This design comes from an exercise in tuning for small area on the open sky130 flow, not from production work.
Function was checked by simulation only, so behaviour that the tests miss may differ from the original.
Power and IR drop assume default switching activity.

the baseline:
Design sonar_top, start of the top module:
module sonar_top
#(
    parameter int N_CHANNELS = 4,
    parameter int PDM_DIV    = 4,
    parameter int WIN_LOG2   = 2
) (
    input  wire logic                  wb_clk_i,
    input  wire logic                  wb_rst_i,
    input  wire logic                  wbs_cyc_i,
    input  wire logic                  wbs_stb_i,
    input  wire logic                  wbs_we_i,
    input  wire logic [3:0]            wbs_sel_i,
    input  wire logic [31:0]           wbs_adr_i,
    input  wire logic [31:0]           wbs_dat_i,
    output logic                       wbs_ack_o,
    output logic [31:0]                wbs_dat_o,
    input  wire logic [N_CHANNELS-1:0] pdm_i,
    input  wire logic                  mclear_i,
    output logic                       mclk_o,
    output logic                       irq_o
);
    localparam int W = sonar_pkg::BUS_W;
    logic        ce_pdm, ce_pcm, sstb, lstb, wclr;
    logic [31:0] presc;
    logic        presc_wr;
    logic [N_CHANNELS-1:0]   thresh_wr;
    logic [N_CHANNELS*W-1:0] sample, level, thresh;
    logic [N_CHANNELS-1:0]   echo;
    sonar_clock_gen u_clk (
        .wb_clk_i   (wb_clk_i),
        .wb_rst_i   (wb_rst_i),
        .wdat_i     (wbs_dat_i),
        .presc_wr_i (presc_wr),
        .presc_o    (presc),
        .ce_pdm_o   (ce_pdm),
        .ce_pcm_o   (ce_pcm),
        .sstb_o     (sstb),
        .lstb_o     (lstb),
        .wclr_o     (wclr),
        .mclk_o     (mclk_o)
    );
    wb_sonar_regs #(
        .N_CHANNELS (N_CHANNELS)
    ) u_regs (
        .wb_clk_i    (wb_clk_i),
  ...
==> module sonar_channel, before the edit <==
module sonar_channel (
    input  wire logic                        wb_clk_i,
    input  wire logic                        wb_rst_i,
    input  wire logic                        ce_pdm_i,
    input  wire logic                        ce_pcm_i,
    input  wire logic                        sstb_i,
    input  wire logic                        lstb_i,
    input  wire logic                        wclr_i,      
    input  wire logic                        pdm_i,
    input  wire logic                        mclear_i,
    input  wire logic                        thresh_wr_i,
    input  wire logic [sonar_pkg::BUS_W-1:0] wdat_i,
    output logic [sonar_pkg::BUS_W-1:0]      sample_o,
    output logic [sonar_pkg::BUS_W-1:0]      level_o,
    output logic [sonar_pkg::BUS_W-1:0]      thresh_o,
    output logic                             echo_o
);
    localparam int W = sonar_pkg::BUS_W;
    localparam int L = 7;                  
    localparam int H = W + 1 - L;          
    logic [W-1:0] cnt;
    logic [W:0]   a1, a2;      
    logic [W-1:0] inc;         
    logic         tp;          
    logic         ic;          
    logic [L-1:0] pair_lo, sum_lo;
    logic         pc_raw, pc, sc;
    logic [W-1:0] tmp;         
    assign inc = cnt + W'(ce_pdm_i & pdm_i);
    assign tp  = ce_pcm_i & pdm_i;
    assign ic  = tp & (&cnt[L-1:0]);
    sonar_ripple #(.N(L)) u_pair_lo (.a_i(cnt[L-1:0]), .b_i(sample_o[L-1:0]), .c_i(tp),
                                     .s_o(pair_lo), .c_o(pc_raw));
    sonar_ripple #(.N(L)) u_sum_lo  (.a_i(pair_lo), .b_i(a2[L-1:0]), .c_i(1'b0),
                                     .s_o(sum_lo), .c_o(sc));
    assign pc  = pc_raw & ~ic;
    assign tmp = {sample_o[W-1:L], sum_lo[L-1:2], sc, pc};
    logic [H-1:0] pair_hi;
    logic [H:0]   sum_hi;
    sonar_ripple #(.N(H-1)) u_pair_hi (.a_i(sample_o[W-1:L]), .b_i(cnt[W-1:L]), .c_i(cnt[0]),
                                       .s_o(pair_hi[H-2:0]), .c_o(pair_hi[H-1]));
    sonar_ripple #(.N(H)) u_sum_hi    (.a_i(pair_hi), .b_i(a2[W:L]), .c_i(cnt[1]),
                                       .s_o(sum_hi[H-1:0]), .c_o(sum_hi[H]));
    always_ff @(posedge wb_clk_i) begin
        if (wb_rst_i || sstb_i)
            cnt <= '0;
        else if (ce_pcm_i)
            cnt <= tmp;
        else
            cnt <= inc;
    end
    always_ff @(posedge wb_clk_i) begin
        if (wb_rst_i)
            sample_o <= '0;
        else if (ce_pcm_i)
            sample_o <= inc;
    end
    always_ff @(posedge wb_clk_i) begin
        if (ce_pcm_i || wclr_i) begin
            a1[L-1:0] <= pair_lo;
            a2[L-1:0] <= a1[L-1:0];
        end
        if (sstb_i || wclr_i) begin
            a1[W:L] <= pair_hi;
            a2[W:L] <= a1[W:L];
        end
    end
    always_ff @(posedge wb_clk_i) begin
        if (wb_rst_i)
            level_o <= '0;
        else if (sstb_i)
            level_o <= {sum_hi, cnt[L-1:2]};
    end
    always_ff @(posedge wb_clk_i) begin
        if (wb_rst_i) begin
            thresh_o <= '1;
            echo_o   <= 1'b0;
        end else begin
            if (thresh_wr_i)
                thresh_o <= wdat_i;
            if (mclear_i || thresh_wr_i)
                echo_o <= 1'b0;
            else if (lstb_i && (level_o > thresh_o))
                echo_o <= 1'b1;
        end
    end
endmodule
==> module wb_sonar_regs, before the edit <==
module wb_sonar_regs
#(
    parameter int N_CHANNELS = 4
) (
    input  wire logic                                   wb_clk_i,
    input  wire logic                                   wb_rst_i,
    input  wire logic                                   wbs_cyc_i,
    input  wire logic                                   wbs_stb_i,
    input  wire logic                                   wbs_we_i,
    input  wire logic [3:0]                             wbs_sel_i,
    input  wire logic [31:0]                            wbs_adr_i,
    output logic                                        wbs_ack_o,
    output logic [31:0]                                 wbs_dat_o,
    input  wire logic [N_CHANNELS*sonar_pkg::BUS_W-1:0] sample_i,
    input  wire logic [N_CHANNELS*sonar_pkg::BUS_W-1:0] level_i,
    input  wire logic [N_CHANNELS*sonar_pkg::BUS_W-1:0] thresh_i,
    input  wire logic [N_CHANNELS-1:0]                  echo_i,
    input  wire logic [31:0]                            presc_i,
    output logic                                        presc_wr_o,
    output logic [N_CHANNELS-1:0]                       thresh_wr_o,
    output logic                                        irq_o
);
    localparam int W = sonar_pkg::BUS_W;
    logic            acc;
    logic            wr;
    logic [8:0]      word;
    logic [W-1:0]    ch_rdat;
    logic [31:0]     rd_nxt;
    logic [N_CHANNELS-1:0] status_q;
    assign acc  = wbs_cyc_i && wbs_stb_i && (wbs_adr_i[31:28] == sonar_pkg::SOC_REGION) && !wbs_ack_o;
    assign wr   = acc && wbs_we_i && wbs_sel_i[0];
    assign word = wbs_adr_i[10:2];
    assign presc_wr_o = wr && (word == 9'd1);
    for (genvar c = 0; c < N_CHANNELS; c++) begin : g_wr
        assign thresh_wr_o[c] = wr && (word == 9'(2 + 16 * c));
    end
    always_comb begin
        ch_rdat = '0;
        if (word[8:6] == 3'd0 && word[3:0] >= 4'd2 && word[3:0] <= 4'd4) begin
            case ({word[5:4], word[1:0]})
                4'b0010: ch_rdat = thresh_i[0*W +: W];
                4'b0011: ch_rdat = sample_i[0*W +: W];
                4'b0000: ch_rdat = level_i[0*W +: W];
                4'b0110: ch_rdat = thresh_i[1*W +: W];
                4'b0111: ch_rdat = sample_i[1*W +: W];
                4'b0100: ch_rdat = level_i[1*W +: W];
                4'b1010: ch_rdat = thresh_i[2*W +: W];
                4'b1011: ch_rdat = sample_i[2*W +: W];
                4'b1000: ch_rdat = level_i[2*W +: W];
                4'b1110: ch_rdat = thresh_i[3*W +: W];
                4'b1111: ch_rdat = sample_i[3*W +: W];
                4'b1100: ch_rdat = level_i[3*W +: W];
                default: ch_rdat = '0;
            endcase
        end
        case (word)
            9'd0:    rd_nxt = 32'(status_q);
            9'd1:    rd_nxt = presc_i;
            default: rd_nxt = {{(32-W){ch_rdat[W-1]}}, ch_rdat};
        endcase
    end
    always_ff @(posedge wb_clk_i) begin
        if (wb_rst_i) begin
            wbs_ack_o <= 1'b0;
            status_q  <= '0;
        end else begin
            wbs_ack_o <= acc;
            status_q  <= echo_i;
        end
    end
    always_ff @(posedge wb_clk_i) begin
        wbs_dat_o <= rd_nxt;
    end
    assign irq_o = |status_q;
endmodule
clock: 6.0 ns
lec_check: 0
cap_margin: 20
core_margin: 2
core_utilization: 65
slew_margin: 20
standard.sh (not shown) runs the stock make flow with config.mk's settings and CLKGATE_MAP_FILE= SYNTH_SCRIPT=/design/flow/synth_recipe.tcl, a recipe that flattens the netlist after the stock synthesis.
==> flow/flow/run.sh <==
#!/bin/bash
# Standard layout with two changes: ports get the smallest buffer (buf_1)
# instead of clkdlybuf4s50_1, and clock tree synthesis adds no dummy loads and
# clusters sinks into groups a clkbuf_8 can drive within the clock-pin slew limit.
set -euo pipefail
CTS="-sink_clustering_enable -repair_clock_nets -dont_use_dummy_load"
CTS="$CTS -sink_clustering_size 18 -sink_clustering_max_diameter 50"
CTS="$CTS -buf_list sky130_fd_sc_hd__clkbuf_8"
bash standard.sh "CTS_ARGS=$CTS" "BUFFER_PORTS_ARGS=-buffer_cell sky130_fd_sc_hd__buf_1" finish > standard.log 2>&1
No stage failed in the baseline, and the final checks on the layout all came back clean.
Input-level comparison between the candidate and the baseline:
-- flow/design.v --
<<< the baseline, line 154
    sonar_ripple #(.N(H)) u_sum_hi    (.a_i(pair_hi), .b_i(a2[W:L]), .c_i(cnt[1]),
                                       .s_o(sum_hi[H-1:0]), .c_o(sum_hi[H]));
    always_ff @(posedge wb_clk_i) begin
        if (wb_rst_i || sstb_i)
>>> the candidate, line 154
    sonar_ripple #(.N(H)) u_sum_hi    (.a_i(pair_hi), .b_i(a2[W:L]), .c_i(cnt[1]),
                                       .s_o(sum_hi[H-1:0]), .c_o(sum_hi[H]));
    logic [W-1:0] thresh_n;
    logic         gt_lo, gt_h0, gt_h1, gt;
    logic [7:0]   cs_lo, cs_h0, cs_h1;
    assign thresh_o = ~thresh_n;
    sonar_ripple #(.N(8)) u_cmp_lo (.a_i(level_o[7:0]),  .b_i(thresh_n[7:0]),  .c_i(1'b0), .s_o(cs_lo), .c_o(gt_lo));
    sonar_ripple #(.N(8)) u_cmp_h0 (.a_i(level_o[15:8]), .b_i(thresh_n[15:8]), .c_i(1'b0), .s_o(cs_h0), .c_o(gt_h0));
    sonar_ripple #(.N(8)) u_cmp_h1 (.a_i(level_o[15:8]), .b_i(thresh_n[15:8]), .c_i(1'b1), .s_o(cs_h1), .c_o(gt_h1));
    assign gt = gt_lo ? gt_h1 : gt_h0;
    always_ff @(posedge wb_clk_i) begin
        if (wb_rst_i || sstb_i)
<<< the baseline, line 186
    always_ff @(posedge wb_clk_i) begin
        if (wb_rst_i) begin
            thresh_o <= '1;
            echo_o   <= 1'b0;
        end else begin
            if (thresh_wr_i)
                thresh_o <= wdat_i;
            if (mclear_i || thresh_wr_i)
                echo_o <= 1'b0;
            else if (lstb_i && (level_o > thresh_o))
                echo_o <= 1'b1;
        end
>>> the candidate, line 194
    always_ff @(posedge wb_clk_i) begin
        if (wb_rst_i) begin
            thresh_n <= '0;
            echo_o   <= 1'b0;
        end else begin
            if (thresh_wr_i)
                thresh_n <= ~wdat_i;
            if (mclear_i || thresh_wr_i)
                echo_o <= 1'b0;
            else if (lstb_i && gt)
                echo_o <= 1'b1;
        end
<<< the baseline, line 239
    always_comb begin
        ch_rdat = '0;
        if (word[8:6] == 3'd0 && word[3:0] >= 4'd2 && word[3:0] <= 4'd4) begin
            case ({word[5:4], word[1:0]})
                4'b0010: ch_rdat = thresh_i[0*W +: W];
                4'b0011: ch_rdat = sample_i[0*W +: W];
                4'b0000: ch_rdat = level_i[0*W +: W];
                4'b0110: ch_rdat = thresh_i[1*W +: W];
                4'b0111: ch_rdat = sample_i[1*W +: W];
                4'b0100: ch_rdat = level_i[1*W +: W];
                4'b1010: ch_rdat = thresh_i[2*W +: W];
                4'b1011: ch_rdat = sample_i[2*W +: W];
                4'b1000: ch_rdat = level_i[2*W +: W];
                4'b1110: ch_rdat = thresh_i[3*W +: W];
                4'b1111: ch_rdat = sample_i[3*W +: W];
                4'b1100: ch_rdat = level_i[3*W +: W];
                default: ch_rdat = '0;
            endcase
>>> the candidate, line 247
    always_comb begin
        ch_rdat = '0;
        if (word[8:6] == 3'd0) begin
            case (word[3:0])
                4'd2: ch_rdat = thresh_i[word[5:4]*W +: W];
                4'd3: ch_rdat = sample_i[word[5:4]*W +: W];
                4'd4: ch_rdat = level_i[word[5:4]*W +: W];
                default: ch_rdat = '0;
            endcase
Going from the baseline to the candidate, the met3 track demand over resource in global routing was found to have gone up by 0.19 points.
The candidate — antenna diode count 1 higher, the baseline as reference
Between the candidate and the baseline, it is the candidate whose routed wire length is lower, by 10%.
From the baseline to the candidate the numbers moved as follows: count of multi-input combinational gates shows a reduction of 24; power shows a reduction of 0.069 mW; area share of xor/xnor cells in the synthesized design shows an increase of 0.17 points.
Diff the candidate..the baseline | initial core utilization | negligible

[static timing again, ports no longer ideal]
How much do the figures lean on ideal ports? The routed layouts below were timed once more, with nothing changed but the port constraints.
Step 1 assumes that a clkbuf_16 drives the clock port and a buf_2 every other input.
Step 2 also shifts input and output timing later by t, the mid clock arrival at the registers, as if the neighbouring blocks saw the same clock.
Slacks: ideal ports / drivers / drivers and shift; pairs: ideal ports / drivers.
run | t (ns) | setup WS [ns] | hold WS [ns]
the baseline | 0.679 | 0.386 / 0.386 / 0.386 | 0.363 / 0.363 / 0.363
the candidate | 0.669 | 0.262 / 0.262 / 0.262 | 0.366 / 0.366 / 0.366
After both steps setup and hold are still met in every run listed.
